Background: an optimization exercise with open tools, aiming at small area, a short achievable clock period and few clock cycles. Do not read the settings as production practice. Where RTL was checked, it was by simulation tests only, not by an equivalence proof against the original. Function not checked in run 1: the RTL went through the layout flow alone. Power is estimated from default activity; no workload was simulated.

$ cat design/flow/design.v
package mul16_pkg;
  localparam int HALF_W = 8;
  localparam int OP_W   = 16;
  localparam int PROD_W = 32;
  localparam int LANES = 4;
  localparam int CLA_GRP = 4;
  localparam int ADR_W = 2;
  typedef enum logic [ADR_W-1:0] {
    REG_OPERANDS = 2'd0,   
    REG_PRODUCT  = 2'd1,
    REG_STATUS   = 2'd2    
  } wb_reg_e;
  typedef enum logic [1:0] {
    ST_IDLE = 2'd0,
    ST_BUSY = 2'd1,
    ST_DONE = 2'd2
  } mul_state_e;
endpackage
`timescale 1ns/1ps
module mul16_top (
  input  logic        clk,
  input  logic        rst,
  input  logic        wb_cyc,
  input  logic        wb_stb,
  input  logic        wb_we,
  input  logic [1:0]  wb_adr,
  input  logic [31:0] wb_dat_w,
  output logic [31:0] wb_dat_r,
  output logic        wb_ack
);
  logic        req;
  logic        accept;
  logic        busy_q;
  logic        done_q;
  logic [3:0]  ph_q;
  logic        rd_ops_q;
  logic        rd_prod_q;
  logic        rd_stat_q;
  logic [15:0] a;
  logic [15:0] b;
  logic [17:0] a3;
  logic [17:0] a3_in;
  logic [3:0]  nib;
  logic [1:0]  s1_q;
  logic [1:0]  s2_q;
  logic [1:0]  s3_q;
  logic [31:0] acc_q;
  logic [19:0] row_a;
  logic [19:0] row_b;
  logic [19:0] mac;
  logic pp1;
  logic pp2;
  logic pp3;
  logic pp4;
  logic pp5;
  logic pp6;
  logic pp7;
  logic pp8;
  logic pp9;
  logic pp10;
  logic pp11;
  logic pp12;
  logic pp13;
  logic pp14;
  logic pp15;
  logic pp16;
  logic pp17;
  logic pp18;
  logic pp19;
  logic pp20;
  logic pp21;
  logic pp22;
  logic pp23;
  logic pp24;
  logic pp25;
  logic pp26;
  logic pp27;
  logic pp28;
  logic pp29;
  logic pp30;
  logic pp31;
  logic pp32;
  logic pp33;
  logic pp34;
  logic pp35;
  logic pp36;
  logic ah37;
  logic ah38;
  logic ah39;
  logic ah40;
  logic ah41;
  logic ah42;
  logic ah43;
  logic ah44;
  logic ah45;
  logic ah46;
  logic ah47;
  logic ah48;
  logic ah49;
  logic ah50;
  logic ah51;
  logic ah52;
  logic hs53;
  logic hc54;
  logic fs55;
  logic fc56;
  logic fs57;
  logic fc58;
  logic fs59;
  logic fc60;
  logic fs61;
  logic fc62;
  logic fs63;
  logic fc64;
  logic fs65;
  logic fc66;
  logic fs67;
  logic fc68;
  logic fs69;
  logic fc70;
  logic fs71;
  logic fc72;
  logic fs73;
  logic fc74;
  logic fs75;
  logic fc76;
  logic fs77;
  logic fc78;
  logic fs79;
  logic fc80;
  logic hs81;
  logic hc82;
  logic hs83;
  logic hc84;
  assign req    = wb_cyc & wb_stb & ~wb_ack;
  assign accept = req & wb_we & (wb_adr == 2'd0) & ~busy_q;
  always_ff @(posedge clk) begin
    if (rst) begin
      wb_ack <= 1'b0;
      done_q <= 1'b0;
      busy_q <= 1'b0;
      ph_q   <= '0;
    end else begin
      wb_ack <= req;
      if (accept) begin
        done_q <= 1'b1;
        busy_q <= 1'b1;
      end else if (ph_q[3]) begin
        busy_q <= 1'b0;
      end
      ph_q <= {ph_q[2:0], accept};
    end
  end
  assign a3_in = {2'b00, wb_dat_w[15:0]} + {1'b0, wb_dat_w[15:0], 1'b0};
  always_ff @(posedge clk) begin
    if (accept) begin
      a  <= wb_dat_w[15:0];
      b  <= wb_dat_w[31:16];
      a3 <= a3_in;
    end
  end
  always_comb begin
    if (accept) begin
      nib = wb_dat_w[19:16];
    end else if (ph_q[0]) begin
      nib = b[7:4];
    end else if (ph_q[1]) begin
      nib = b[11:8];
    end else begin
      nib = b[15:12];
    end
  end
  always_ff @(posedge clk) begin
    s1_q <= {nib[3:2] == 2'd1, nib[1:0] == 2'd1};
    s2_q <= {nib[3:2] == 2'd2, nib[1:0] == 2'd2};
    s3_q <= {nib[3:2] == 2'd3, nib[1:0] == 2'd3};
  end
  assign pp1 = (s1_q[0] & a[0]) | (s3_q[0] & a3[0]);
  assign pp2 = (s1_q[0] & a[1]) | (s2_q[0] & a[0]) | (s3_q[0] & a3[1]);
  assign pp3 = (s1_q[0] & a[2]) | (s2_q[0] & a[1]) | (s3_q[0] & a3[2]);
  assign pp4 = (s1_q[0] & a[3]) | (s2_q[0] & a[2]) | (s3_q[0] & a3[3]);
  assign pp5 = (s1_q[0] & a[4]) | (s2_q[0] & a[3]) | (s3_q[0] & a3[4]);
  assign pp6 = (s1_q[0] & a[5]) | (s2_q[0] & a[4]) | (s3_q[0] & a3[5]);
  assign pp7 = (s1_q[0] & a[6]) | (s2_q[0] & a[5]) | (s3_q[0] & a3[6]);
  assign pp8 = (s1_q[0] & a[7]) | (s2_q[0] & a[6]) | (s3_q[0] & a3[7]);
  assign pp9 = (s1_q[0] & a[8]) | (s2_q[0] & a[7]) | (s3_q[0] & a3[8]);
  assign pp10 = (s1_q[0] & a[9]) | (s2_q[0] & a[8]) | (s3_q[0] & a3[9]);
  assign pp11 = (s1_q[0] & a[10]) | (s2_q[0] & a[9]) | (s3_q[0] & a3[10]);
  assign pp12 = (s1_q[0] & a[11]) | (s2_q[0] & a[10]) | (s3_q[0] & a3[11]);
  assign pp13 = (s1_q[0] & a[12]) | (s2_q[0] & a[11]) | (s3_q[0] & a3[12]);
  assign pp14 = (s1_q[0] & a[13]) | (s2_q[0] & a[12]) | (s3_q[0] & a3[13]);
  assign pp15 = (s1_q[0] & a[14]) | (s2_q[0] & a[13]) | (s3_q[0] & a3[14]);
  assign pp16 = (s1_q[0] & a[15]) | (s2_q[0] & a[14]) | (s3_q[0] & a3[15]);
  assign pp17 = (s2_q[0] & a[15]) | (s3_q[0] & a3[16]);
  assign pp18 = (s3_q[0] & a3[17]);
  assign pp19 = (s1_q[1] & a[0]) | (s3_q[1] & a3[0]);
  assign pp20 = (s1_q[1] & a[1]) | (s2_q[1] & a[0]) | (s3_q[1] & a3[1]);
  assign pp21 = (s1_q[1] & a[2]) | (s2_q[1] & a[1]) | (s3_q[1] & a3[2]);
  assign pp22 = (s1_q[1] & a[3]) | (s2_q[1] & a[2]) | (s3_q[1] & a3[3]);
  assign pp23 = (s1_q[1] & a[4]) | (s2_q[1] & a[3]) | (s3_q[1] & a3[4]);
  assign pp24 = (s1_q[1] & a[5]) | (s2_q[1] & a[4]) | (s3_q[1] & a3[5]);
  assign pp25 = (s1_q[1] & a[6]) | (s2_q[1] & a[5]) | (s3_q[1] & a3[6]);
  assign pp26 = (s1_q[1] & a[7]) | (s2_q[1] & a[6]) | (s3_q[1] & a3[7]);
  assign pp27 = (s1_q[1] & a[8]) | (s2_q[1] & a[7]) | (s3_q[1] & a3[8]);
  assign pp28 = (s1_q[1] & a[9]) | (s2_q[1] & a[8]) | (s3_q[1] & a3[9]);
  assign pp29 = (s1_q[1] & a[10]) | (s2_q[1] & a[9]) | (s3_q[1] & a3[10]);
  assign pp30 = (s1_q[1] & a[11]) | (s2_q[1] & a[10]) | (s3_q[1] & a3[11]);
  assign pp31 = (s1_q[1] & a[12]) | (s2_q[1] & a[11]) | (s3_q[1] & a3[12]);
  assign pp32 = (s1_q[1] & a[13]) | (s2_q[1] & a[12]) | (s3_q[1] & a3[13]);
  assign pp33 = (s1_q[1] & a[14]) | (s2_q[1] & a[13]) | (s3_q[1] & a3[14]);
  assign pp34 = (s1_q[1] & a[15]) | (s2_q[1] & a[14]) | (s3_q[1] & a3[15]);
  assign pp35 = (s2_q[1] & a[15]) | (s3_q[1] & a3[16]);
  assign pp36 = (s3_q[1] & a3[17]);
  assign ah37 = acc_q[16] & ~ph_q[0];
  assign ah38 = acc_q[17] & ~ph_q[0];
  assign ah39 = acc_q[18] & ~ph_q[0];
  assign ah40 = acc_q[19] & ~ph_q[0];
  assign ah41 = acc_q[20] & ~ph_q[0];
  assign ah42 = acc_q[21] & ~ph_q[0];
  assign ah43 = acc_q[22] & ~ph_q[0];
  assign ah44 = acc_q[23] & ~ph_q[0];
  assign ah45 = acc_q[24] & ~ph_q[0];
  assign ah46 = acc_q[25] & ~ph_q[0];
  assign ah47 = acc_q[26] & ~ph_q[0];
  assign ah48 = acc_q[27] & ~ph_q[0];
  assign ah49 = acc_q[28] & ~ph_q[0];
  assign ah50 = acc_q[29] & ~ph_q[0];
  assign ah51 = acc_q[30] & ~ph_q[0];
  assign ah52 = acc_q[31] & ~ph_q[0];
  assign {hc54, hs53} = {1'b0, pp3} + {1'b0, pp19};
  assign {fc56, fs55} = {1'b0, pp4} + {1'b0, pp20} + {1'b0, ah40};
  assign {fc58, fs57} = {1'b0, pp5} + {1'b0, pp21} + {1'b0, ah41};
  assign {fc60, fs59} = {1'b0, pp6} + {1'b0, pp22} + {1'b0, ah42};
  assign {fc62, fs61} = {1'b0, pp7} + {1'b0, pp23} + {1'b0, ah43};
  assign {fc64, fs63} = {1'b0, pp8} + {1'b0, pp24} + {1'b0, ah44};
  assign {fc66, fs65} = {1'b0, pp9} + {1'b0, pp25} + {1'b0, ah45};
  assign {fc68, fs67} = {1'b0, pp10} + {1'b0, pp26} + {1'b0, ah46};
  assign {fc70, fs69} = {1'b0, pp11} + {1'b0, pp27} + {1'b0, ah47};
  assign {fc72, fs71} = {1'b0, pp12} + {1'b0, pp28} + {1'b0, ah48};
  assign {fc74, fs73} = {1'b0, pp13} + {1'b0, pp29} + {1'b0, ah49};
  assign {fc76, fs75} = {1'b0, pp14} + {1'b0, pp30} + {1'b0, ah50};
  assign {fc78, fs77} = {1'b0, pp15} + {1'b0, pp31} + {1'b0, ah51};
  assign {fc80, fs79} = {1'b0, pp16} + {1'b0, pp32} + {1'b0, ah52};
  assign {hc82, hs81} = {1'b0, pp17} + {1'b0, pp33};
  assign {hc84, hs83} = {1'b0, pp18} + {1'b0, pp34};
  assign row_a = {pp36, pp35, hc82, fc80, fc78, fc76, fc74, fc72, fc70, fc68, fc66, fc64, fc62, fc60, fc58, fc56, hc54, ah39, pp2, pp1};
  assign row_b = {1'b0, hc84, hs83, hs81, fs79, fs77, fs75, fs73, fs71, fs69, fs67, fs65, fs63, fs61, fs59, fs57, fs55, hs53, ah38, ah37};
  assign mac = row_a + row_b;
  always_ff @(posedge clk) begin
    if (busy_q) begin
      acc_q <= {mac, acc_q[15:4]};
    end
  end
  always_ff @(posedge clk) begin
    rd_ops_q  <= wb_adr == 2'd0;
    rd_prod_q <= (wb_adr == 2'd1) & done_q;
    rd_stat_q <= wb_adr == 2'd2;
  end
  assign wb_dat_r = ({32{rd_ops_q}} & {b, a}) |
                    ({32{rd_prod_q}} & acc_q) |
                    ({32{rd_stat_q}} & {30'd0, done_q & ~busy_q, busy_q});
endmodule
$ cat design/flow/flow/run.sh
#!/bin/bash
# The standard layout (standard.sh) with two changes:
#  - ports are buffered with sky130_fd_sc_hd__buf_1 instead of the delay
#    buffer that buffer_ports picks by default;
#  - CTS uses small clock buffers and no dummy loads (the tree feeds ~80 flops).
# All tool output goes to standard_flow.log (and ORFS's own logs under orfs/).
set -euo pipefail
export BUFFER_PORTS_ARGS="-buffer_cell sky130_fd_sc_hd__buf_1"
export CTS_ARGS="-sink_clustering_enable -repair_clock_nets -dont_use_dummy_load -buf_list {sky130_fd_sc_hd__clkbuf_4 sky130_fd_sc_hd__clkbuf_8} -root_buf sky130_fd_sc_hd__clkbuf_8"
bash standard.sh "BUFFER_PORTS_ARGS=$BUFFER_PORTS_ARGS" "CTS_ARGS=$CTS_ARGS" finish > standard_flow.log 2>&1
$ cat design/flow/constraint.sdc
create_clock -name core_clock -period 6.5 [get_ports {clk}]
set_input_delay 1.3000 -clock core_clock [delete_from_list [all_inputs] [get_ports {clk}]]
set_output_delay 1.3000 -clock core_clock [all_outputs]
set_load 0.01 [all_outputs]
$ cat design/flow/standard.sh
#!/bin/bash
# synth_recipe.tcl (not shown) runs the flow's synth.tcl, then flattens the netlist and writes it again
# the make line also repeats each setting of config.mk as NAME=value (left out here)
make -C /OpenROAD-flow-scripts/flow DESIGN_CONFIG=/design/flow/config.mk WORK_HOME=/design/flow/orfs CLKGATE_MAP_FILE= SYNTH_SCRIPT=/design/flow/synth_recipe.tcl "${@:-finish}"
$ cat design/flow/config.mk
export PLATFORM = sky130hd
export DESIGN_NAME = mul16_top
export DESIGN_NICKNAME = mul16_top
export VERILOG_FILES = /design/flow/design.v
export SDC_FILE = /design/flow/constraint.sdc
export NUM_CORES = 4
export LEC_CHECK = 0
export CAP_MARGIN = 20
export CORE_MARGIN = 2
export CORE_UTILIZATION = 40
export SETUP_SLACK_MARGIN = 2.0
export SLEW_MARGIN = 20
==> summary.txt, run 1 <==
status complete, no violations; total grt overflow 0; Clock Power Share 25.0%; drt via density 5.91; Initial Utilization 41.2%; Hold Path Class reg -> reg; CTS clock-pin slew for the worst setup and hold paths 90 ps; deepest clock path buffer count 2; highest routed layer met4; Iter 0 DRT Violations 500; most frequent cells in the layout edfxtp_1 (81), buf_1 (71), inv_1 (48), ha_1 (39), a22o_1 (32); clock sink count just under 100; ys flop type edfxtp_1; #FFs+latches synth 97; Final Hold Fails 0; DP Wirelength ~12 mm; maximum clock frequency 0.298 GHz; # nets final between 600 and 700; met1 WL 6.88 mm; crit path max fanout 16; max incr delay on CP 690 ps; post-synth net total 635; hold path cells 1; WP data arrival ~3500 ps; fraction of layout cells with a size suffix above 1 3.64%; Reg power frac 54.9%; routed wl met2 7.37 mm; worst hold endpoint ph_q[3]; r2r endpoint acc_q[28]; CTS Buf Count 9; Switching Power 0.361 mW; DRC 0; RSZ-0062 raised after global routing false; Slew @ Worst Pin about 830 ps; clock root cell clkbuf_8; fillers approximately 1400; Net Sw Frac 28.1%; Synth top area share 40.4%; Slew headroom 44.7%; CP Data Required Time 6610 ps; final setup violating endpoints 0; Synth Cell Area 6010 sq um; asr flop ratio synth 0%; hold_sp ph_q[2]; Die Ht approximately 130 um; drt pass-1 iters 10; Worst setup startpoint s1_q[0]; routed length on met3 966 um; Clock Skew between 30 and 40 ps; Leak Pwr 2.49 nW; Total Wirelength 15.5 mm; gpl congestion around 0.85; H-tree Lvls 3; die width 127 um; Site Rows 44; power density over the cells between 150 and 200 nW/um^2; core area approximately 15000 sq um; GRT Util Overall 19.8%; post-route clock period utilization 51.7%; vias in the first global route 4554; Seq/Total Area, Yosys between 40% and 50%; Worst-Skew Late Latency 380 ps; die area approximately 16000 sq um; Syn-to-layout area delta 9.47%; max-cap violations 0; Yosys cell types 60; Worst R2R Path Depth 9; first-pass GRT wire length 24.7 mm; setup TNS 0 ps; CP Class reg -> reg; Final min period 3360 ps; number of gates resized after CTS 0; cells after synthesis between 500 and 600; Int Pwr 0.923 mW; Routed WL per cell 19.7 um; Final Util 45.1%; antenna violations before repair 0; Setup Buffers After CTS 0; Setup crit end kind register; worst-path cell chain a222oi_1, fa_1, inv_1, ha_1, nand4_1, a211oi_1, o21ai_1, and4_4, a311o_1; top cell type by total area after synthesis edfxtp_1; Hold-fix buffers, CTS 0; Comb pwr share 20.1%; RR Startpoint s1_q[0]; highest-delay cell along the critical path dfxtp_1; Post-synth EDFFs 81; largest net degree at the start of global routing 54; CP Launch Type register; total chip power 1.28 mW; Post-Syn Area per Cell approximately 11 sq um; ANT cells 0; final hold slack ~450 ps; CTS tree done; port buffer count 71; most common cell after layout, fill and taps aside edfxtp_1; vias post-DR 4658; cells taking the most area after synthesis edfxtp_1 (40%), ha_1 (8.1%), dfxtp_1 (5.3%); Worst VDD drop between 0.08 and 0.09 mV; R2R Setup Slk 3140 ps; synth warn 1; post-route ant nets 0; fin. max-slew vios 0; IO Pins 72
registers in the layout, indices dropped and copies added (netlist names), 2 cells and up:
| signal | count |
|---|---|
| acc_q | 32 |
| s3_q | 2 |
| a | 16 |
| a3 | 17 |
| s1_q | 2 |
| s2_q | 2 |
| b | 16 |
| ph_q | 4 |
worst max path at each step:
stage / to / cells past startpoint
after global placement: a3[15] / 9
after CTS: acc_q[28] / 9
final: acc_q[28] / 9
after global routing: acc_q[28] / 9
after detailed placement: a3[15] / 9
after floorplan: s2_q[0] / 5
power by group through the flow:
stage | clock, mW | combinational (mW) | sequential, mW
2_1_floorplan | 0 | 0.193 | 0.713
3_3_place_gp | 0 | 0.254 | 0.718
3_5_place_dp | 0 | 0.257 | 0.718
4_1_cts | 0.330 | 0.259 | 0.704
5_1_grt | 0.352 | 0.293 | 0.706
6_report | 0.321 | 0.259 | 0.705
critical path: cells and delay by family (launching register included):
family / cells / cell delay [ps]
compound gates: 4 / 990
fa+ha+maj: 2 / 990
buf+inv: 1 / 40
flops: 1 / 690
simple gates: 2 / 380
stage by stage:
step / instance area (sq um) / instances / setup slack [ps]
3_5_place_dp: 6460 / 779 / 3130
6_report: 6580 / 788 / 3140
4_1_cts: 6580 / 788 / 3210
3_3_place_gp: 6460 / 779 / 3150
5_1_grt: 6580 / 788 / 2920
2_1_floorplan: 6010 / 542 / 2920
area by class of cell:
| cell class | count | area, sq um | share of cell area (%) |
|---|---|---|---|
| well taps | 184 | 230 | 3.50 |
| clock buffers | 9 | 124 | 1.88 |
| inverters | 48 | 180 | 2.74 |
| flip-flops and latches | 97 | 2750 | 41.8 |
| multi-input cells | 375 | 3000 | 45.6 |
| repair buffers | 75 | 297 | 4.50 |
kinds of logic after synthesis:
| family | share of synthesized area [%] |
|---|---|
| AOI/OAI and AO/OA | 21.7 |
| and+or+nand+nor | 10.0 |
| DFF | 45.8 |
| buffers and inverters | 4.43 |
| adders and majority gates | 13.1 |
| xor gates and xnor gates | 3.64 |
| muxes | 1.33 |
layer usage:
layer / vias up / track usage, %
li1: 2207 / -
met1: 2247 / 26.7
met3: 25 / 3.67
met5: - / 0
met2: 179 / 32.4
met4: 0 / 6.21
synthesized netlist by cell type, types with 3 or more instances:
master / instances
edfxtp_1: 81
inv_1: 48
ha_1: 39
a22o_1: 32
a21oi_1: 31
a222oi_1: 31
nand2_1: 31
nor2_1: 21
o21ai_0: 20
clkbuf_1: 18
dfxtp_1: 16
xnor2_1: 16
fa_1: 15
nand2b_1: 15
nor2b_1: 13
a211oi_1: 9
xor2_1: 9
mux2i_1: 8
a21o_1: 7
o21ai_1: 7
nand3_1: 6
o21a_1: 6
nor3_1: 5
o211ai_1: 5
and3_1: 3
buf_2: 3
nand3b_1: 3
nand4_1: 3
nor3b_1: 3
o22ai_1: 3
==> inputs of run 2 (changes only) <==
--- a/design/flow/design.v
+++ b/design/flow/design.v
@@ -47,6 +47,8 @@
   logic [31:0] acc_q;
   logic [19:0] row_a;
   logic [19:0] row_b;
+  logic [19:0] cg0;
+  logic [19:0] cp0;
   logic [19:0] mac;
   logic pp1;
   logic pp2;
@@ -132,6 +134,125 @@
   logic hc82;
   logic hs83;
   logic hc84;
+  logic xg1;
+  logic xg2;
+  logic xp2;
+  logic xg3;
+  logic xp3;
+  logic xg4;
+  logic xp4;
+  logic xg5;
+  logic xp5;
+  logic xg6;
+  logic xp6;
+  logic xg7;
+  logic xp7;
+  logic xg8;
+  logic xp8;
+  logic xg9;
+  logic xp9;
+  logic xg10;
+  logic xp10;
+  logic xg11;
+  logic xp11;
+  logic xg12;
+  logic xp12;
+  logic xg13;
+  logic xp13;
+  logic xg14;
+  logic xp14;
+  logic xg15;
+  logic xp15;
+  logic xg16;
+  logic xp16;
+  logic xg17;
+  logic xp17;
+  logic xg18;
+  logic xp18;
+  logic xg19;
+  logic xp19;
+  logic xg20;
+  logic xg21;
+  logic xg22;
+  logic xp22;
+  logic xg23;
+  logic xp23;
+  logic xg24;
+  logic xp24;
+  logic xg25;
+  logic xp25;
+  logic xg26;
+  logic xp26;
+  logic xg27;
+  logic xp27;
+  logic xg28;
+  logic xp28;
+  logic xg29;
+  logic xp29;
+  logic xg30;
+  logic xp30;
+  logic xg31;
+  logic xp31;
+  logic xg32;
+  logic xp32;
+  logic xg33;
+  logic xp33;
+  logic xg34;
+  logic xp34;
+  logic xg35;
+  logic xp35;
+  logic xg36;
+  logic xp36;
+  logic xg37;
+  logic xp37;
+  logic xg38;
+  logic xg39;
+  logic xg40;
+  logic xg41;
+  logic xg42;
+  logic xp42;
+  logic xg43;
+  logic xp43;
+  logic xg44;
+  logic xp44;
+  logic xg45;
+  logic xp45;
+  logic xg46;
+  logic xp46;
+  logic xg47;
+  logic xp47;
+  logic xg48;
+  logic xp48;
+  logic xg49;
+  logic xp49;
+  logic xg50;
+  logic xp50;
+  logic xg51;
+  logic xp51;
+  logic xg52;
+  logic xp52;
+  logic xg53;
+  logic xp53;
+  logic xg54;
+  logic xg55;
+  logic xg56;
+  logic xg57;
+  logic xg58;
+  logic xg59;
+  logic xg60;
+  logic xg61;
+  logic xg62;
+  logic xp62;
+  logic xg63;
+  logic xp63;
+  logic xg64;
+  logic xp64;
+  logic xg65;
+  logic xp65;
+  logic xg66;
+  logic xg67;
+  logic xg68;
+  logic xg69;
   assign req    = wb_cyc & wb_stb & ~wb_ack;
   assign accept = req & wb_we & (wb_adr == 2'd0) & ~busy_q;
   always_ff @(posedge clk) begin
@@ -245,7 +366,128 @@
   assign {hc84, hs83} = {1'b0, pp18} + {1'b0, pp34};
   assign row_a = {pp36, pp35, hc82, fc80, fc78, fc76, fc74, fc72, fc70, fc68, fc66, fc64, fc62, fc60, fc58, fc56, hc54, ah39, pp2, pp1};
   assign row_b = {1'b0, hc84, hs83, hs81, fs79, fs77, fs75, fs73, fs71, fs69, fs67, fs65, fs63, fs61, fs59, fs57, fs55, hs53, ah38, ah37};
-  assign mac = row_a + row_b;
+  assign cg0 = row_a & row_b;
+  assign cp0 = row_a ^ row_b;
+  assign xg1 = cg0[1] | (cp0[1] & cg0[0]);
+  assign xg2 = cg0[2] | (cp0[2] & cg0[1]);
+  assign xp2 = cp0[2] & cp0[1];
+  assign xg3 = cg0[3] | (cp0[3] & cg0[2]);
+  assign xp3 = cp0[3] & cp0[2];
+  assign xg4 = cg0[4] | (cp0[4] & cg0[3]);
+  assign xp4 = cp0[4] & cp0[3];
+  assign xg5 = cg0[5] | (cp0[5] & cg0[4]);
+  assign xp5 = cp0[5] & cp0[4];
+  assign xg6 = cg0[6] | (cp0[6] & cg0[5]);
+  assign xp6 = cp0[6] & cp0[5];
+  assign xg7 = cg0[7] | (cp0[7] & cg0[6]);
+  assign xp7 = cp0[7] & cp0[6];
+  assign xg8 = cg0[8] | (cp0[8] & cg0[7]);
+  assign xp8 = cp0[8] & cp0[7];
+  assign xg9 = cg0[9] | (cp0[9] & cg0[8]);
+  assign xp9 = cp0[9] & cp0[8];
+  assign xg10 = cg0[10] | (cp0[10] & cg0[9]);
+  assign xp10 = cp0[10] & cp0[9];
+  assign xg11 = cg0[11] | (cp0[11] & cg0[10]);
+  assign xp11 = cp0[11] & cp0[10];
+  assign xg12 = cg0[12] | (cp0[12] & cg0[11]);
+  assign xp12 = cp0[12] & cp0[11];
+  assign xg13 = cg0[13] | (cp0[13] & cg0[12]);
+  assign xp13 = cp0[13] & cp0[12];
+  assign xg14 = cg0[14] | (cp0[14] & cg0[13]);
+  assign xp14 = cp0[14] & cp0[13];
+  assign xg15 = cg0[15] | (cp0[15] & cg0[14]);
+  assign xp15 = cp0[15] & cp0[14];
+  assign xg16 = cg0[16] | (cp0[16] & cg0[15]);
+  assign xp16 = cp0[16] & cp0[15];
+  assign xg17 = cg0[17] | (cp0[17] & cg0[16]);
+  assign xp17 = cp0[17] & cp0[16];
+  assign xg18 = cg0[18] | (cp0[18] & cg0[17]);
+  assign xp18 = cp0[18] & cp0[17];
+  assign xg19 = cg0[19] | (cp0[19] & cg0[18]);
+  assign xp19 = cp0[19] & cp0[18];
+  assign xg20 = xg2 | (xp2 & cg0[0]);
+  assign xg21 = xg3 | (xp3 & xg1);
+  assign xg22 = xg4 | (xp4 & xg2);
+  assign xp22 = xp4 & xp2;
+  assign xg23 = xg5 | (xp5 & xg3);
+  assign xp23 = xp5 & xp3;
+  assign xg24 = xg6 | (xp6 & xg4);
+  assign xp24 = xp6 & xp4;
+  assign xg25 = xg7 | (xp7 & xg5);
+  assign xp25 = xp7 & xp5;
+  assign xg26 = xg8 | (xp8 & xg6);
+  assign xp26 = xp8 & xp6;
+  assign xg27 = xg9 | (xp9 & xg7);
+  assign xp27 = xp9 & xp7;
+  assign xg28 = xg10 | (xp10 & xg8);
+  assign xp28 = xp10 & xp8;
+  assign xg29 = xg11 | (xp11 & xg9);
+  assign xp29 = xp11 & xp9;
+  assign xg30 = xg12 | (xp12 & xg10);
+  assign xp30 = xp12 & xp10;
+  assign xg31 = xg13 | (xp13 & xg11);
+  assign xp31 = xp13 & xp11;
+  assign xg32 = xg14 | (xp14 & xg12);
+  assign xp32 = xp14 & xp12;
+  assign xg33 = xg15 | (xp15 & xg13);
+  assign xp33 = xp15 & xp13;
+  assign xg34 = xg16 | (xp16 & xg14);
+  assign xp34 = xp16 & xp14;
+  assign xg35 = xg17 | (xp17 & xg15);
+  assign xp35 = xp17 & xp15;
+  assign xg36 = xg18 | (xp18 & xg16);
+  assign xp36 = xp18 & xp16;
+  assign xg37 = xg19 | (xp19 & xg17);
+  assign xp37 = xp19 & xp17;
+  assign xg38 = xg22 | (xp22 & cg0[0]);
+  assign xg39 = xg23 | (xp23 & xg1);
+  assign xg40 = xg24 | (xp24 & xg20);
+  assign xg41 = xg25 | (xp25 & xg21);
+  assign xg42 = xg26 | (xp26 & xg22);
+  assign xp42 = xp26 & xp22;
+  assign xg43 = xg27 | (xp27 & xg23);
+  assign xp43 = xp27 & xp23;
+  assign xg44 = xg28 | (xp28 & xg24);
+  assign xp44 = xp28 & xp24;
+  assign xg45 = xg29 | (xp29 & xg25);
+  assign xp45 = xp29 & xp25;
+  assign xg46 = xg30 | (xp30 & xg26);
+  assign xp46 = xp30 & xp26;
+  assign xg47 = xg31 | (xp31 & xg27);
+  assign xp47 = xp31 & xp27;
+  assign xg48 = xg32 | (xp32 & xg28);
+  assign xp48 = xp32 & xp28;
+  assign xg49 = xg33 | (xp33 & xg29);
+  assign xp49 = xp33 & xp29;
+  assign xg50 = xg34 | (xp34 & xg30);
+  assign xp50 = xp34 & xp30;
+  assign xg51 = xg35 | (xp35 & xg31);
+  assign xp51 = xp35 & xp31;
+  assign xg52 = xg36 | (xp36 & xg32);
+  assign xp52 = xp36 & xp32;
+  assign xg53 = xg37 | (xp37 & xg33);
+  assign xp53 = xp37 & xp33;
+  assign xg54 = xg42 | (xp42 & cg0[0]);
+  assign xg55 = xg43 | (xp43 & xg1);
+  assign xg56 = xg44 | (xp44 & xg20);
+  assign xg57 = xg45 | (xp45 & xg21);
+  assign xg58 = xg46 | (xp46 & xg38);
+  assign xg59 = xg47 | (xp47 & xg39);
+  assign xg60 = xg48 | (xp48 & xg40);
+  assign xg61 = xg49 | (xp49 & xg41);
+  assign xg62 = xg50 | (xp50 & xg42);
+  assign xp62 = xp50 & xp42;
+  assign xg63 = xg51 | (xp51 & xg43);
+  assign xp63 = xp51 & xp43;
+  assign xg64 = xg52 | (xp52 & xg44);
+  assign xp64 = xp52 & xp44;
+  assign xg65 = xg53 | (xp53 & xg45);
+  assign xp65 = xp53 & xp45;
+  assign xg66 = xg62 | (xp62 & cg0[0]);
+  assign xg67 = xg63 | (xp63 & xg1);
+  assign xg68 = xg64 | (xp64 & xg20);
+  assign xg69 = xg65 | (xp65 & xg21);
+  assign mac = cp0 ^ {xg68, xg67, xg66, xg61, xg60, xg59, xg58, xg57, xg56, xg55, xg54, xg41, xg40, xg39, xg38, xg21, xg20, xg1, cg0[0], 1'b0};
   always_ff @(posedge clk) begin
     if (busy_q) begin
       acc_q <= {mac, acc_q[15:4]};
--- a/design/flow/config.mk
+++ b/design/flow/config.mk
@@ -8,5 +8,5 @@
 export CAP_MARGIN = 20
 export CORE_MARGIN = 2
 export CORE_UTILIZATION = 40
-export SETUP_SLACK_MARGIN = 2.0
+export SETUP_SLACK_MARGIN = 3.0
 export SLEW_MARGIN = 20
==> summary.txt, run 2 <==
synth warn 1 (unchanged); most frequent cells in the layout edfxtp_1 (81), buf_1 (71), inv_1 (49), ha_1 (39) (was edfxtp_1 (81), buf_1 (71), inv_1 (48), ha_1 (39), a22o_1 (32)); Worst setup startpoint s1_q[1] (was s1_q[0]); setup TNS 0 ps (unchanged); Reg with most FFs acc_q (unchanged); RSZ-0062 raised after global routing false (unchanged); Synth top area share 41.6% (was 40.4%); dpl ws 3100 ps (was 3130 ps); max-cap violations 0 (unchanged); ys flop type edfxtp_1 (unchanged); Routed WL per cell 17.8 um (was 19.7 um); hold_sp acc_q[13] (was ph_q[2]); cells taking the most area after synthesis edfxtp_1 (42%), ha_1 (8.3%), dfxtp_1 (5.5%) (was edfxtp_1 (40%), ha_1 (8.1%), dfxtp_1 (5.3%)); Slew @ Worst Pin 718 ps (was 829 ps); Final Hold Fails 0 (unchanged); CP Launch Type register (unchanged); # nets final 675 (was 699); CTS Buf Count 9 (unchanged); final setup violating endpoints 0 (unchanged); H-tree Lvls 3 (unchanged); commonest cells in the synthesized netlist edfxtp_1 (81), inv_1 (49), ha_1 (39) (was edfxtp_1 (81), inv_1 (48), ha_1 (39)); drt via density 5.69 (was 5.91); port buffer count 71 (unchanged); DP Wirelength 10.5 mm (was 11.7 mm); fraction of layout cells with a size suffix above 1 3.97% (was 3.64%); clock root cell clkbuf_8 (unchanged); drt pass-1 iters 10 (unchanged); post-route clock period utilization 50.7% (was 51.7%); CP Class reg -> reg (unchanged); IO Pins 72 (unchanged); Regs by FF count acc_q (32), a3 (18), b (16) (was acc_q (32), a3 (17)); cells after synthesis 519 (was 542); CTS clock-pin slew for the worst setup and hold paths 90 ps (about the same); Initial Utilization 40.5% (was 41.2%); Yosys cell types 47 (was 60); Setup crit end kind register (unchanged); Syn-to-layout area delta 9.78% (was 9.47%); gpl congestion 0.870 (was 0.852); Hold Path Class reg -> reg (unchanged); Site Rows 44 (unchanged); Synth Cell Area 5850 sq um (was 6010 sq um); Leak Pwr 2.44 nW (was 2.49 nW); WP data arrival 3400 ps (was 3460 ps); Total Wirelength 13.6 mm (was 15.5 mm); RR Startpoint s1_q[1] (was s1_q[0]); crit path max fanout 16 (unchanged); #FFs+latches synth 97 (unchanged); Hold-fix buffers, CTS 0 (unchanged); CTS tree done (unchanged); asr flop ratio synth 0% (unchanged); post-synth net total 612 (was 635); top cell type by total area after synthesis edfxtp_1 (unchanged); largest net degree at the start of global routing 58 (was 54); Final min period 3290 ps (was 3360 ps); vias post-DR 4348 (was 4658); Post-Syn Area per Cell 11.3 sq um (was 11.1 sq um); Seq/Total Area, Yosys 47.1% (was 45.8%); Setup Buffers After CTS 0 (unchanged); power density over the cells 195 nW/um^2 (about the same); Die Ht 125 um (was 127 um); fin. max-slew vios 0 (unchanged); ANT cells 0 (unchanged); Worst VDD drop 0.0866 mV (was 0.0829 mV); maximum clock frequency 0.304 GHz (was 0.298 GHz); antenna violations before repair 0 (unchanged); Worst-Skew Late Latency 370 ps (was 380 ps); die area 15600 sq um (was 16000 sq um); vias in the first global route 4238 (was 4554); final worst slack 3210 ps (was 3140 ps); die width 125 um (was 127 um); deepest clock path buffer count 2 (unchanged); Iter 0 DRT Violations 325 (was 500); most common cell after layout, fill and taps aside edfxtp_1 (unchanged); Clock Skew 16.6 ps (was 31.5 ps); DRC 0 (unchanged); Slew headroom 52.1% (was 44.7%); core area 14400 sq um (was 14600 sq um); top-count cell post-synth edfxtp_1 (unchanged); number of gates resized after CTS 0 (unchanged); first-pass GRT wire length 22.1 mm (was 24.7 mm); Post-synth EDFFs 81 (unchanged); clock sink count 97 (unchanged); max reg flops 32 (unchanged); GRT Util Overall 17.8% (was 19.8%); status complete, no violations (unchanged); highest-delay cell along the critical path dfxtp_1 (unchanged); post-route ant nets 0 (unchanged); CP Data Required Time 6610 ps (about the same); total grt overflow 0 (unchanged); max incr delay on CP 670 ps (was 690 ps); worst-path cell chain a222oi_1, fa_1, inv_1, ha_1, o21ai_0, o21bai_1, o22ai_2, o21ai_1, a211oi_1, xor2_1 (was a222oi_1, fa_1, inv_1, ha_1, nand4_1, a211oi_1, o21ai_1, and4_4, a311o_1)
## run 2: cell count changes in the layout (fill, tap and decap cells not counted), sizes merged, moves of 5 or more
cell	before	now
a211oi	10	5
o21ai	28	16
nand3	6	1
nand2b	15	20
nor2	22	34
nand2	31	20
## run 2: metrics by stage
stage / instance area, sq um / power (mW) / util (%) / hold slack (ps) / std cells
3_3_place_gp: 6290 / 0.956 / 43.6 / 434 / 755
2_1_floorplan: 5850 / 0.900 / - / 414 / 519
3_5_place_dp: 6290 / 0.962 / 43.6 / 439 / 755
5_1_grt: 6420 / 1.33 / 44.5 / 478 / 764
4_1_cts: 6410 / 1.27 / 44.4 / 461 / 764
6_report: 6420 / 1.25 / 44.5 / 453 / 764
## run 2: kinds of logic after synthesis
| kind of cell | after synthesis | synth area share (%) |
|---|---|---|
| flops | 97 | 47.1 |
| mux | 5 | 0.856 |
| simple gates | 107 | 9.20 |
| xor+xnor | 26 | 3.89 |
| fa+ha+maj | 54 | 13.5 |
| buf+inv | 70 | 4.52 |
| compound gates | 160 | 21.0 |
## run 2: final cells by class
cell class / instances / area (sq um)
clock buffer: 9 / 124
tap: 184 / 230
fill: 1379 / 8010
inverter: 49 / 184
timing repair buffer: 73 / 282
sequential: 97 / 2760
multi-input combinational: 352 / 2840
## run 2: metal layers
layer	share of wire, %	GRT usage, %	wire length [um]
met1	48	25.7	6510
met3	6.7	3.91	905
met5	0	0	0
met2	44	27.5	5990
met4	1.3	4.64	181
## run 2: where the power goes
group	internal (mW)	switching (mW)	total, mW
logic	0.105	0.138	0.242
clock network	0.124	0.179	0.303
registers	0.694	0.0148	0.709
total	0.923	0.332	1.25
## run 2: final timing paths
check / to / slack [ps] / cells after the start
min reg2reg: acc_q[9] / 450 / 0
max reg2reg: acc_q[31] / 3210 / 10
max: acc_q[31] / 3210 / 10
min: acc_q[9] / 450 / 0
## run 2: worst max-delay path: cells and delay by family (launching register included)
family                   cells  cell delay, ps
AO/OA/AOI/OAI                6            1280
adder cells (fa/ha/maj)      2             870
flip-flops                   1             670
XOR/XNOR                     1             180
buffers and inverters        1              40
Testbench counts of run 2, summed over its fixed seeds: cycles 25,600.
==> inputs of run 3 (changes only) <==
--- a/design/flow/config.mk
+++ b/design/flow/config.mk
@@ -7,6 +7,6 @@
 export LEC_CHECK = 0
 export CAP_MARGIN = 20
 export CORE_MARGIN = 2
-export CORE_UTILIZATION = 40
-export SETUP_SLACK_MARGIN = 3.0
+export CORE_UTILIZATION = 60
+export SETUP_SLACK_MARGIN = 2.0
 export SLEW_MARGIN = 20
==> summary.txt, run 3 <==
status complete, no violations (unchanged); Synth Cell Area 5850 sq um (unchanged); setup TNS 0 ps (unchanged); WP data arrival 3560 ps (was 3400 ps); highest-delay cell along the critical path dfxtp_1 (unchanged); Routed WL per cell 18.4 um (was 17.8 um); CTS clock-pin slew for the worst setup and hold paths 90 ps (about the same); post-route ant nets 0 (unchanged); fraction of layout cells with a size suffix above 1 3.09% (was 3.97%); GRT Util Overall 25.8% (was 17.8%); antenna violations before repair 0 (unchanged); Seq/Total Area, Yosys 47.1% (unchanged); Leak Pwr 2.45 nW (was 2.44 nW); power density over the cells 198 nW/um^2 (was 195 nW/um^2); Post-Syn Area per Cell 11.3 sq um (unchanged); core area 9590 sq um (was 14400 sq um); commonest cells in the synthesized netlist edfxtp_1 (81), inv_1 (49), ha_1 (39) (unchanged); Hold Path Class reg -> reg (unchanged); Yosys cell types 47 (unchanged); fin. max-slew vios 0 (unchanged); gpl congestion 0.904 (was 0.870); Die Ht 103 um (was 125 um); total grt overflow 0 (unchanged); fillers 803 (was 1379); vias in the first global route 4086 (was 4238); H-tree Lvls 3 (unchanged); largest net degree at the start of global routing 58 (unchanged); Slew headroom 48.5% (was 52.1%); most common cell after layout, fill and taps aside edfxtp_1 (unchanged); IO Pins 72 (unchanged); CP Class reg -> reg (unchanged); CP Launch Type register (unchanged); Regs by FF count acc_q (32), a3 (18), b (16) (unchanged); clock sink count 97 (unchanged); # nets final 677 (was 675); worst-path cell chain a222oi_1, fa_1, inv_1, ha_1, and3_1, and4_1, o211ai_2, a21boi_2, or4_1, o2111ai_1 (was a222oi_1, fa_1, inv_1, ha_1, o21ai_0, o21bai_1, o22ai_2, o21ai_1, a211oi_1, xor2_1); DP Wirelength 9.93 mm (was 10.5 mm); first-pass GRT wire length 20.4 mm (was 22.1 mm); CTS Buf Count 9 (unchanged); top-count cell post-synth edfxtp_1 (unchanged); die area 10600 sq um (was 15600 sq um); clock root cell clkbuf_8 (unchanged); ANT cells 0 (unchanged); Site Rows 36 (was 44); crit path max fanout 18 (was 16); Worst-Skew Late Latency 380 ps (was 370 ps); vias post-DR 4357 (was 4348); asr flop ratio synth 0% (unchanged); Final min period 3460 ps (was 3290 ps); final setup violating endpoints 0 (unchanged); max incr delay on CP 820 ps (was 670 ps); ys flop type edfxtp_1 (unchanged); Iter 0 DRT Violations 408 (was 325); Hold-fix buffers, CTS 0 (unchanged); die width 103 um (was 125 um); top cell type by total area after synthesis edfxtp_1 (unchanged); max reg flops 32 (unchanged); Clock Skew 27.3 ps (was 16.6 ps); max-cap violations 0 (unchanged); most frequent cells in the layout edfxtp_1 (81), buf_1 (71), inv_1 (49), ha_1 (39) (unchanged); Synth top area share 41.6% (unchanged); post-synth net total 612 (unchanged); synth warn 1 (unchanged); Setup Buffers After CTS 0 (unchanged); RSZ-0062 raised after global routing false (unchanged); CTS tree done (unchanged); drt via density 6.09 (was 5.69); drt pass-1 iters 7 (was 10); maximum clock frequency 0.289 GHz (was 0.304 GHz); total chip power 1.26 mW (was 1.25 mW); Syn-to-layout area delta 8.80% (was 9.78%); port buffer count 71 (unchanged); number of gates resized after CTS 0 (unchanged); DRC 0 (unchanged); Post-synth EDFFs 81 (unchanged); Total Wirelength 13.2 mm (was 13.6 mm); cells after synthesis 519 (unchanged); deepest clock path buffer count 2 (unchanged); cells taking the most area after synthesis edfxtp_1 (42%), ha_1 (8.3%), dfxtp_1 (5.5%) (unchanged); Setup crit end kind register (unchanged); Final Hold Fails 0 (unchanged); register area 2750 sq um (was 2760 sq um); Worst VDD drop 0.0939 mV (was 0.0866 mV); #FFs+latches synth 97 (unchanged); CP Data Required Time 6600 ps (was 6610 ps); Initial Utilization 60.9% (was 40.5%); post-route clock period utilization 53.2% (was 50.7%); Reg with most FFs acc_q (unchanged); multi-input combinational cell area 2840 sq um (unchanged); Slew @ Worst Pin 771 ps (was 718 ps)
[run 3: area by class of cell]
class	instances	area share, %
repair buffers	75	4.66
flip-flops and latches	97	43.3
clock buffers	9	1.95
well taps	133	2.62
inverters	49	2.89
multi-input cells	352	44.6
[run 3: routing by layer]
| layer | vias up | track usage [%] | routed length, um |
|---|---|---|---|
| met5 | - | 0 | 0 |
| met4 | 0 | 11.2 | 336 |
| li1 | 2095 | - | - |
| met2 | 170 | 41.8 | 6290 |
| met1 | 2063 | 35.0 | 5770 |
| met3 | 29 | 3.53 | 761 |
[run 3: worst paths after layout]
| check | startpoint | end | slack (ps) | depth (start not counted) |
|---|---|---|---|---|
| min reg2reg | acc_q[10] | acc_q[6] | 460 | 0 |
| min | acc_q[10] | acc_q[6] | 460 | 0 |
| max reg2reg | s3_q[1] | acc_q[28] | 3040 | 10 |
| max | s3_q[1] | acc_q[28] | 3040 | 10 |
[run 3: cells by family (layout without fill, tap and decap cells)]
logic type	Yosys count	count (layout)	share of synthesized area, %
buf+inv	70	133	4.52
flops	97	97	47.1
simple gates	107	107	9.20
compound gates	160	160	21.0
fa+ha+maj	54	54	13.5
xor+xnor	26	26	3.89
mux	5	5	0.856
[run 3: power breakdown]
part	internal (mW)	switching [mW]
Combinational	0.105	0.140
Clock	0.124	0.182
Sequential	0.694	0.0123
Total	0.923	0.335
[run 3: critical path, delay by kind of cell (launching register included)]
family / cells / cell delay, ps
adders and majority gates: 2 / 950
DFF: 1 / 820
AOI/OAI and AO/OA: 4 / 730
and+or+nand+nor: 3 / 620
buffers and inverters: 1 / 40
[run 3: stage by stage]
stage	cells	util, %	setup WS, ps	instance area [sq um]	hold slack, ps
2_1_floorplan	519	-	2940	5850	414
3_3_place_gp	706	65.0	2980	6240	429
3_5_place_dp	706	65.0	2860	6240	434
4_1_cts	715	66.3	3100	6360	454
5_1_grt	715	66.3	2850	6360	466
6_report	715	66.3	3040	6360	459
==> inputs of run 4 (changes only) <==
--- a/design/flow/config.mk
+++ b/design/flow/config.mk
@@ -7,6 +7,7 @@
 export LEC_CHECK = 0
 export CAP_MARGIN = 20
 export CORE_MARGIN = 2
-export CORE_UTILIZATION = 60
+export CORE_UTILIZATION = 40
+export GPL_TIMING_DRIVEN = 1
 export SETUP_SLACK_MARGIN = 2.0
 export SLEW_MARGIN = 20
==> summary.txt, run 4 <==
clock sink count 97 (unchanged); final worst slack 3150 ps (was 3040 ps); H-tree Lvls 3 (unchanged); fin. max-slew vios 0 (unchanged); vias in the first global route 4186 (was 4086); worst hold endpoint acc_q[2] (was acc_q[6]); port buffer count 71 (unchanged); # nets final 675 (was 677); Synth top area share 41.6% (unchanged); CP Class reg -> reg (unchanged); Site Rows 44 (was 36); CP Launch Type register (unchanged); Int Pwr 0.923 mW (about the same); maximum clock frequency 0.298 GHz (was 0.289 GHz); number of gates resized after CTS 0 (unchanged); post-route ant nets 0 (unchanged); hold path cells 0 (unchanged); R2R Setup Slk 3150 ps (was 3040 ps); RSZ-0062 raised after global routing false (unchanged); Final Hold Fails 0 (unchanged); total grt overflow 0 (unchanged); RR Startpoint s3_q[0] (was s3_q[1]); Slew headroom 48.2% (was 48.5%); Setup crit end kind register (unchanged); top cell type by total area after synthesis edfxtp_1 (unchanged); die width 125 um (was 103 um); dpl ws 3000 ps (was 2860 ps); Regs by FF count acc_q (32), a3 (18), b (16) (unchanged); top-count cell post-synth edfxtp_1 (unchanged); ys flop type edfxtp_1 (unchanged); core area 14400 sq um (was 9590 sq um); Post-Synth Simple-Gate Area 9.20% (unchanged); Seq/Total Area, Yosys 47.1% (unchanged); most frequent cells in the layout edfxtp_1 (81), buf_1 (71), inv_1 (49), ha_1 (39) (unchanged); #FFs+latches synth 97 (unchanged); xor and xnor area share after synthesis 3.89% (unchanged); Synth Area in Compound Gates 21.0% (unchanged); Switching Power 0.339 mW (was 0.335 mW); drt pass-1 iters 9 (was 7); cells after synthesis 519 (unchanged); Die Ht 125 um (was 103 um); Net Sw Frac 26.9% (was 26.6%); most common cell after layout, fill and taps aside edfxtp_1 (unchanged); commonest cells in the synthesized netlist edfxtp_1 (81), inv_1 (49), ha_1 (39) (unchanged); Worst R2R Path Depth 9 (was 10); max reg flops 32 (unchanged); Total Wirelength 14.0 mm (was 13.2 mm); Initial Utilization 40.5% (was 60.9%); post-route clock period utilization 51.6% (was 53.2%); ANT cells 0 (unchanged); cells taking the most area after synthesis edfxtp_1 (42%), ha_1 (8.3%), dfxtp_1 (5.5%) (unchanged); Reg with most FFs acc_q (unchanged); Yosys cell types 47 (unchanged); crit path max fanout 18 (unchanged); CTS clock-pin slew for the worst setup and hold paths 90 ps (about the same); drt via density 5.70 (was 6.09); setup TNS 0 ps (unchanged); Worst VDD drop 0.0879 mV (was 0.0939 mV); Routed WL per cell 18.3 um (was 18.4 um); CTS Buf Count 9 (unchanged); largest family of logic cells by synthesized area compound AO/OA/AOI/OAI gates (unchanged); Leak Pwr 2.44 nW (was 2.45 nW); total chip power 1.26 mW (about the same); CP Data Required Time 6710 ps (was 6600 ps); Clock Power Share 24.6% (was 24.4%); power density over the cells 197 nW/um^2 (was 198 nW/um^2); Worst-Skew Late Latency 380 ps (about the same); fraction of layout cells with a size suffix above 1 3.10% (was 3.09%); synthesized-area fraction occupied by adder cells 13.5% (unchanged); Hold-fix buffers, CTS 0 (unchanged); final setup violating endpoints 0 (unchanged); post-synthesis mux area share 0.856% (unchanged); Final min period 3350 ps (was 3460 ps); status complete, no violations (unchanged); synth warn 1 (unchanged); vias post-DR 4356 (was 4357); post-synth net total 612 (unchanged); deepest clock path buffer count 2 (unchanged); Setup Buffers After CTS 0 (unchanged); IO Pins 72 (unchanged); antenna violations before repair 0 (unchanged); first-pass GRT wire length 22.1 mm (was 20.4 mm); clock root cell clkbuf_8 (unchanged); asr flop ratio synth 0% (unchanged); Reg power frac 56.2% (was 56.1%); CTS tree done (unchanged); Syn-to-layout area delta 9.67% (was 8.80%); Comb pwr share 19.2% (was 19.5%); DP Wirelength 10.7 mm (was 9.93 mm); hold_sp acc_q[6] (was acc_q[10]); WP data arrival 3560 ps (about the same); Synth Cell Area 5850 sq um (unchanged); gpl congestion 0.877 (was 0.904); Post-Syn Area per Cell 11.3 sq um (unchanged); r2r endpoint acc_q[28] (unchanged); Slew @ Worst Pin 776 ps (was 771 ps); largest net degree at the start of global routing 58 (unchanged); DRC 0 (unchanged); GRT Util Overall 17.9% (was 25.8%); Post-synth EDFFs 81 (unchanged); Hold Path Class reg -> reg (unchanged); Iter 0 DRT Violations 491 (was 408); Clock Skew 19.8 ps (was 27.3 ps); die area 15600 sq um (was 10600 sq um); max-cap violations 0 (unchanged)
## run 4: cell counts after synthesis
Identical to the previous run, type by type.
## run 4: stage by stage
step	cells	cell area, sq um	util (%)	hold slack [ps]
after floorplan	519	5850	-	414
after global placement	755	6290	43.6	432
after detailed placement	755	6290	43.6	444
after CTS	764	6410	44.4	466
after global routing	764	6410	44.5	479
final	764	6410	44.5	462
## run 4: how the worst max path moves through the flow
stage,from,end,slack [ps],depth (start not counted)
global route,s3_q[0],acc_q[28],2910,9
floorplan,wb_adr[1],s2_q[0],2940,5
detailed placement,wb_dat_w[1],a3[15],3000,10
finish,s3_q[0],acc_q[28],3150,9
CTS,rd_ops_q,wb_dat_r[1],2970,3
global placement,wb_dat_w[1],a3[15],3130,10
## run 4: routing by layer
metal  GRT usage [%]  routed length, um  share of wire (%)  vias up
met5               0                  0                  0        -
met4            5.36                143                1.0        0
met3            3.57                898                6.4       11
met2            26.7               6180                 44      176
met1            26.5               6780                 48     2086
li1                -                  -                  -     2083
## run 4: cell families (layout without fill, tap and decap cells)
group | count (synthesis) | after routing
and+or+nand+nor | 107 | 107
muxes | 5 | 5
xor gates and xnor gates | 26 | 26
buffers and inverters | 70 | 131
adders and majority gates | 54 | 54
DFF | 97 | 97
AOI/OAI and AO/OA | 160 | 160
## run 4: area by class of cell
| type | instances | area, sq um |
|---|---|---|
| Multi-Input combinational cell | 352 | 2840 |
| Tap cell | 184 | 230 |
| Fill cell | 1372 | 8010 |
| Sequential cell | 97 | 2760 |
| Clock buffer | 9 | 124 |
| Inverter | 49 | 184 |
| Timing Repair Buffer | 73 | 282 |
## run 4: power by group through the flow
stage / Combinational (mW) / Sequential (mW) / Clock [mW]
5_1_grt: 0.274 / 0.710 / 0.346
3_5_place_dp: 0.240 / 0.722 / 0
3_3_place_gp: 0.234 / 0.722 / 0
6_report: 0.243 / 0.709 / 0.311
4_1_cts: 0.242 / 0.708 / 0.318
2_1_floorplan: 0.186 / 0.714 / 0
## run 4: worst max-delay path, stage by stage, from the launching register on
cell and delay [ps]:
dfxtp_1 710, a222oi_1 230, fa_1 570, inv_1 40, ha_1 340, a2111o_1 420
o211ai_2 220, a21boi_2 120, or4_1 420, o2111ai_1 120
==> inputs of run 5 (changes only) <==
--- a/design/flow/config.mk
+++ b/design/flow/config.mk
@@ -8,6 +8,5 @@
 export CAP_MARGIN = 20
 export CORE_MARGIN = 2
 export CORE_UTILIZATION = 40
-export GPL_TIMING_DRIVEN = 1
 export SETUP_SLACK_MARGIN = 2.0
 export SLEW_MARGIN = 20
==> summary.txt, run 5 <==
Slew headroom 48.2% (unchanged); cells taking the most area after synthesis edfxtp_1 (42%), ha_1 (8.3%), dfxtp_1 (5.5%) (unchanged); Reg power frac 56.2% (about the same); core area 14400 sq um (unchanged); Site Rows 44 (unchanged); number of gates resized after CTS 0 (unchanged); fin. max-slew vios 0 (unchanged); Hold-fix buffers, CTS 0 (unchanged); total grt overflow 0 (unchanged); final setup violating endpoints 0 (unchanged); Routed WL per cell 18.3 um (unchanged); most frequent cells in the layout edfxtp_1 (81), buf_1 (71), inv_1 (49), ha_1 (39) (unchanged); fillers 1372 (unchanged); Reg with most FFs acc_q (unchanged); CTS Buf Count 9 (unchanged); power density over the cells 197 nW/um^2 (unchanged); fraction of layout cells with a size suffix above 1 3.10% (unchanged); CP Class reg -> reg (unchanged); top-count cell post-synth edfxtp_1 (unchanged); asr flop ratio synth 0% (unchanged); cells after synthesis 519 (unchanged); post-route clock period utilization 51.6% (unchanged); WP data arrival 3560 ps (about the same); Final min period 3350 ps (unchanged); drt pass-1 iters 9 (unchanged); largest net degree at the start of global routing 58 (unchanged); drt via density 5.70 (unchanged); highest-delay cell along the critical path dfxtp_1 (unchanged); ys flop type edfxtp_1 (unchanged); clock root cell clkbuf_8 (unchanged); CP Data Required Time 6710 ps (about the same); Regs by FF count acc_q (32), a3 (18), b (16) (unchanged); IO Pins 72 (unchanged); Syn-to-layout area delta 9.67% (unchanged); vias post-DR 4356 (unchanged); Leak Pwr 2.44 nW (unchanged); dpl ws 3000 ps (unchanged); die width 125 um (unchanged); Hold Path Class reg -> reg (unchanged); CP Launch Type register (unchanged); Setup crit end kind register (unchanged); Yosys cell types 47 (unchanged); Clock Skew 19.8 ps (unchanged); Clock Power Share 24.6% (about the same); # nets final 675 (unchanged); DRC 0 (unchanged); CTS tree done (unchanged); Die Ht 125 um (unchanged); max reg flops 32 (unchanged); vias in the first global route 4186 (unchanged); Comb pwr share 19.2% (about the same); Initial Utilization 40.5% (unchanged); post-synth net total 612 (unchanged); Synth Cell Area 5850 sq um (unchanged); antenna violations before repair 0 (unchanged); RSZ-0062 raised after global routing false (unchanged); die area 15600 sq um (unchanged); grt met3 use 3.57% (unchanged); worst-path cell chain a222oi_1, fa_1, inv_1, ha_1, a2111o_1, o211ai_2, a21boi_2, or4_1, o2111ai_1 (unchanged); Final Hold Fails 0 (unchanged); deepest clock path buffer count 2 (unchanged); final worst slack 3150 ps (unchanged); Seq/Total Area, Yosys 47.1% (unchanged); DP Wirelength 10.7 mm (unchanged); Iter 0 DRT Violations 491 (unchanged); synth warn 1 (unchanged); Switching Power 0.339 mW (unchanged); Slew @ Worst Pin 776 ps (unchanged); M1 GR Usage 26.5% (unchanged); Post-synth EDFFs 81 (unchanged); Int Pwr 0.923 mW (unchanged); Most Used Layer, Global Route met2 (unchanged); top cell type by total area after synthesis edfxtp_1 (unchanged); Setup Buffers After CTS 0 (unchanged); Worst-Skew Late Latency 380 ps (about the same); Total Wirelength 14.0 mm (unchanged); maximum clock frequency 0.298 GHz (unchanged); max-cap violations 0 (unchanged); crit path max fanout 18 (unchanged); first-pass GRT wire length 22.1 mm (unchanged); Synth top area share 41.6% (unchanged); GRT Util Overall 17.9% (unchanged); Post-Syn Area per Cell 11.3 sq um (unchanged); gpl congestion 0.877 (unchanged); Worst VDD drop 0.0879 mV (unchanged); commonest cells in the synthesized netlist edfxtp_1 (81), inv_1 (49), ha_1 (39) (unchanged); most common cell after layout, fill and taps aside edfxtp_1 (unchanged); max incr delay on CP 710 ps (about the same); #FFs+latches synth 97 (unchanged); H-tree Lvls 3 (unchanged); status complete, no violations (unchanged); total chip power 1.26 mW (unchanged); CTS clock-pin slew for the worst setup and hold paths 90 ps (about the same); ANT cells 0 (unchanged); clock sink count 97 (unchanged); port buffer count 71 (unchanged); Net Sw Frac 26.9% (unchanged); setup TNS 0 ps (unchanged); met2 global-route usage 26.7% (unchanged); post-route ant nets 0 (unchanged)
## run 5: kinds of logic after synthesis
group,synth area share [%]
AOI/OAI and AO/OA,21.0
and+or+nand+nor,9.20
DFF,47.1
buffers and inverters,4.52
adders and majority gates,13.5
xor gates and xnor gates,3.89
muxes,0.856
## run 5: area by class of cell
cell class / count / area [sq um] / area share [%]
Multi-Input combinational cell: 352 / 2840 / 44.3
Sequential cell: 97 / 2760 / 43.0
Timing Repair Buffer: 73 / 282 / 4.39
Tap cell: 184 / 230 / 3.59
Inverter: 49 / 184 / 2.87
Clock buffer: 9 / 124 / 1.93
## run 5: worst paths after layout
path	endpoint	slack, ps	depth (start not counted)	startpoint
worst max-delay path	acc_q[28]	3150	9	s3_q[0]
worst min-delay path	acc_q[2]	460	0	acc_q[6]
worst max register to register	acc_q[28]	3150	9	s3_q[0]
worst min register to register	acc_q[2]	460	0	acc_q[6]
## run 5: per-stage QoR
step / std cells / cell area [sq um] / util, % / hold slack [ps]
floorplan: 519 / 5850 / - / 414
global placement: 755 / 6290 / 43.6 / 432
detailed placement: 755 / 6290 / 43.6 / 444
CTS: 764 / 6410 / 44.4 / 466
global route: 764 / 6410 / 44.5 / 479
finish: 764 / 6410 / 44.5 / 462
## run 5: power groups by stage
stage,sequential [mW],combinational (mW),clock [mW]
after floorplan,0.714,0.186,0
after global routing,0.710,0.274,0.346
after detailed placement,0.722,0.240,0
final,0.709,0.243,0.311
after CTS,0.708,0.242,0.318
after global placement,0.722,0.234,0
## run 5: per-layer routing
layer	wire [um]	vias up
met4	143	0
met2	6180	176
met3	898	11
li1	-	2083
met5	0	-
met1	6780	2086
## run 5: critical path, delay by kind of cell (launching register included)
family          cells  cell delay, ps
flops               1             710
fa+ha+maj           2             910
buf+inv             1              40
compound gates      5            1110
simple gates        1             420
==> inputs of run 6 (changes only) <==
--- a/design/flow/config.mk
+++ b/design/flow/config.mk
@@ -8,5 +8,5 @@
 export CAP_MARGIN = 20
 export CORE_MARGIN = 2
 export CORE_UTILIZATION = 40
-export SETUP_SLACK_MARGIN = 2.0
+export SETUP_SLACK_MARGIN = 3.4
 export SLEW_MARGIN = 20
==> summary.txt, run 6 <==
die width 125 um (unchanged); commonest cells in the synthesized netlist edfxtp_1 (81), inv_1 (49), ha_1 (39) (unchanged); Synth top area share 41.6% (unchanged); antenna violations before repair 0 (unchanged); r2r endpoint acc_q[30] (was acc_q[28]); Iter 0 DRT Violations 471 (was 491); met1 WL 6.81 mm (was 6.78 mm); IO Pins 72 (unchanged); cells taking the most area after synthesis edfxtp_1 (42%), ha_1 (8.3%), dfxtp_1 (5.5%) (unchanged); Leak Pwr 2.54 nW (was 2.44 nW); RSZ-0062 raised after global routing true (was false); asr flop ratio synth 0% (unchanged); Worst R2R Path Depth 9 (unchanged); drt via density 5.66 (was 5.70); deepest clock path buffer count 2 (unchanged); routed length on met3 869 um (was 898 um); highest routed layer met4 (unchanged); clock root cell clkbuf_8 (unchanged); #FFs+latches synth 97 (unchanged); final hold slack 449 ps (was 462 ps); Regs by FF count acc_q (32), a3 (18), b (16) (unchanged); delay-heaviest family, CP compound AO/OA/AOI/OAI gates (unchanged); Worst setup startpoint a[2] (was s3_q[0]); Post-Syn Area per Cell 11.3 sq um (unchanged); Worst-Skew Late Latency 380 ps (about the same); most common cell after layout, fill and taps aside edfxtp_1 (unchanged); synth warn 1 (unchanged); R2R Setup Slk 3320 ps (was 3150 ps); cells after synthesis 519 (unchanged); Slew @ Worst Pin 717 ps (was 776 ps); Slew headroom 52.2% (was 48.2%); CP Data Required Time 6610 ps (was 6710 ps); Post-DP Area 6290 sq um (unchanged); drt pass-1 iters 9 (unchanged); Syn-to-layout area delta 14.9% (was 9.67%); most frequent cells in the layout edfxtp_1 (81), buf_1 (70), inv_1 (47), nor2_1 (33), a22o_1 (32) (was edfxtp_1 (81), buf_1 (71), inv_1 (49), ha_1 (39)); Buf+Inv Stages, Crit Path 1 (unchanged); Clock Skew 27.0 ps (was 19.8 ps); Die Ht 125 um (unchanged); RR Startpoint a[2] (was s3_q[0]); first-pass GRT wire length 22.1 mm (about the same); CTS Buf Count 9 (unchanged); post-synth net total 612 (unchanged); Initial Utilization 40.5% (unchanged); fraction of layout cells with a size suffix above 1 11.3% (was 3.10%); end of the critical path acc_q[30] (was acc_q[28]); CTS clock-pin slew for the worst setup and hold paths 80 ps (was 90 ps); max-cap violations 0 (unchanged); routed wl met2 6.23 mm (was 6.18 mm); Yosys cell types 47 (unchanged); Post-synth EDFFs 81 (unchanged); top-count cell post-synth edfxtp_1 (unchanged); Seq/Total Area, Yosys 47.1% (unchanged); power density over the cells 192 nW/um^2 (was 197 nW/um^2); top cell type by total area after synthesis edfxtp_1 (unchanged); largest net degree at the start of global routing 58 (unchanged); H-tree Lvls 3 (unchanged); Total Wirelength 14.2 mm (was 14.0 mm); Synth Cell Area 5850 sq um (unchanged); maximum clock frequency 0.314 GHz (was 0.298 GHz); Final min period 3180 ps (was 3350 ps); Final Hold Fails 0 (unchanged); Setup crit end kind register (unchanged); ys flop type edfxtp_1 (unchanged); max incr delay on CP 500 ps (was 710 ps); vias post-DR 4440 (was 4356); post-route ant nets 0 (unchanged); post-route clock period utilization 48.9% (was 51.6%); gpl congestion 0.858 (was 0.877); WP depth 9 (unchanged); setup TNS 0 ps (unchanged); status complete, no violations (unchanged); Worst VDD drop 0.0866 mV (was 0.0879 mV); highest-delay cell along the critical path fa_1 (was dfxtp_1); clock sink count 97 (unchanged); Hold Path Class reg -> reg (unchanged); DRC 0 (unchanged); total grt overflow 0 (unchanged); GRT Util Overall 17.9% (about the same); ANT cells 0 (unchanged); CP Class reg -> reg (unchanged); port buffer count 71 (unchanged); max reg flops 32 (unchanged); Site Rows 44 (unchanged); final setup violating endpoints 0 (unchanged); die area 15600 sq um (unchanged); CP Launch Type register (unchanged); crit path max fanout 4 (was 18); core area 14400 sq um (unchanged); WP data arrival 3290 ps (was 3560 ps); worst-path cell chain a222oi_1, fa_1, inv_2, ha_4, a2111o_1, o211ai_2, a21boi_2, a221oi_2, xnor2_1 (was a222oi_1, fa_1, inv_1, ha_1, a2111o_1, o211ai_2, a21boi_2, or4_1, o2111ai_1); Routed WL per cell 18.1 um (was 18.3 um); vias in the first global route 4188 (was 4186); Reg with most FFs acc_q (unchanged); CTS tree done (unchanged); fin. max-slew vios 0 (unchanged); Hold-fix buffers, CTS 0 (unchanged); DP Wirelength 10.5 mm (was 10.7 mm); Final Util 46.6% (was 44.5%); Final Cell Area 6720 sq um (was 6410 sq um); # nets final 695 (was 675)
[run 6: logic make-up after synthesis]
group	after synthesis	share of synthesized area [%]
AO/OA/AOI/OAI	160	21.0
AND/OR/NAND/NOR	107	9.20
flip-flops	97	47.1
buffers and inverters	70	4.52
adder cells (fa/ha/maj)	54	13.5
XOR/XNOR	26	3.89
multiplexers	5	0.856
[run 6: power breakdown]
part           internal (mW)  total [mW]  switching [mW]
registers              0.693       0.708          0.0141
logic                  0.123       0.272           0.150
clock network          0.124       0.309           0.185
[run 6: how the worst min path moves through the flow]
stage                     startpoint  endpoint  slack [ps]  cells after the start
after CTS                    ph_q[2]   ph_q[3]         450                      1
after detailed placement   acc_q[11]  acc_q[7]         440                      0
final                        ph_q[2]   ph_q[3]         450                      1
after global routing         ph_q[2]   ph_q[3]         460                      1
after global placement      acc_q[5]  acc_q[1]         440                      0
after floorplan              ph_q[2]   ph_q[3]         410                      1
[run 6: repair_timing]
action	4_1_cts	5_1_grt
resized for setup	12	25
setup endpoints to repair	40	11
setup buffers	9	11
pin swaps	8	36
[run 6: final cells by class]
class                           instances  area, sq um
Fill cell                            1379         7710
Multi-Input combinational cell        352         2980
Sequential cell                        97         2770
Timing Repair Buffer                   93          433
Tap cell                              184          230
Inverter                               49          184
Clock buffer                            9          124
[run 6: routing by layer]
metal	GRT usage, %	vias to the layer above
met5	0	-
met4	5.75	0
met3	3.95	18
met2	26.6	164
met1	26.0	2130
li1	-	2128
[run 6: stage by stage]
stage               power [mW]  instances  setup WS [ps]
floorplan                0.900        519           3400
finish                    1.29        784           3320
global placement         0.957        755           3130
global route              1.35        784           3170
CTS                       1.27        773           3370
detailed placement       0.963        755           3030

==> separate check: timing with driven ports <==
No port has a modelled driver above. Below, the same layouts with a new extraction and two added sets of constraints.
Step 1, drivers: a clkbuf_16 drives clk and a buf_2 each remaining input, both assumed.
Step 2 adds t to the input delays and takes it off the output delays; t is the mean of the earliest and latest rising clock arrival at the registers after step 1. Input paths then give back, and output paths get back, about the clock's delay inside the block.
Three values: ideal, step 1, step 2; two values: the first two.
run	t (ns)	setup WS [ns]	hold WS [ns]	latest minus earliest clock arrival (ns)
run 1	0.404	3.143 / 3.143 / 3.143	0.446 / 0.446 / 0.446	0.031 / 0.032
run 2	0.398	3.207 / 3.207 / 3.066	0.453 / 0.453 / 0.453	0.017 / 0.017
run 3	0.393	3.043 / 3.043 / 2.830	0.459 / 0.459 / 0.459	0.027 / 0.027
run 4	0.397	3.145 / 3.145 / 2.983	0.462 / 0.462 / 0.462	0.034 / 0.034
run 5	0.397	3.145 / 3.145 / 2.983	0.462 / 0.462 / 0.462	0.034 / 0.034
run 6	0.402	3.320 / 3.320 / 3.060	0.449 / 0.449 / 0.449	0.027 / 0.027
After both steps setup and hold are still met in every run listed. For run 6, which loses most, drivers alone change the setup slack by 0.000 ns; drivers and shift together by -0.260 ns.
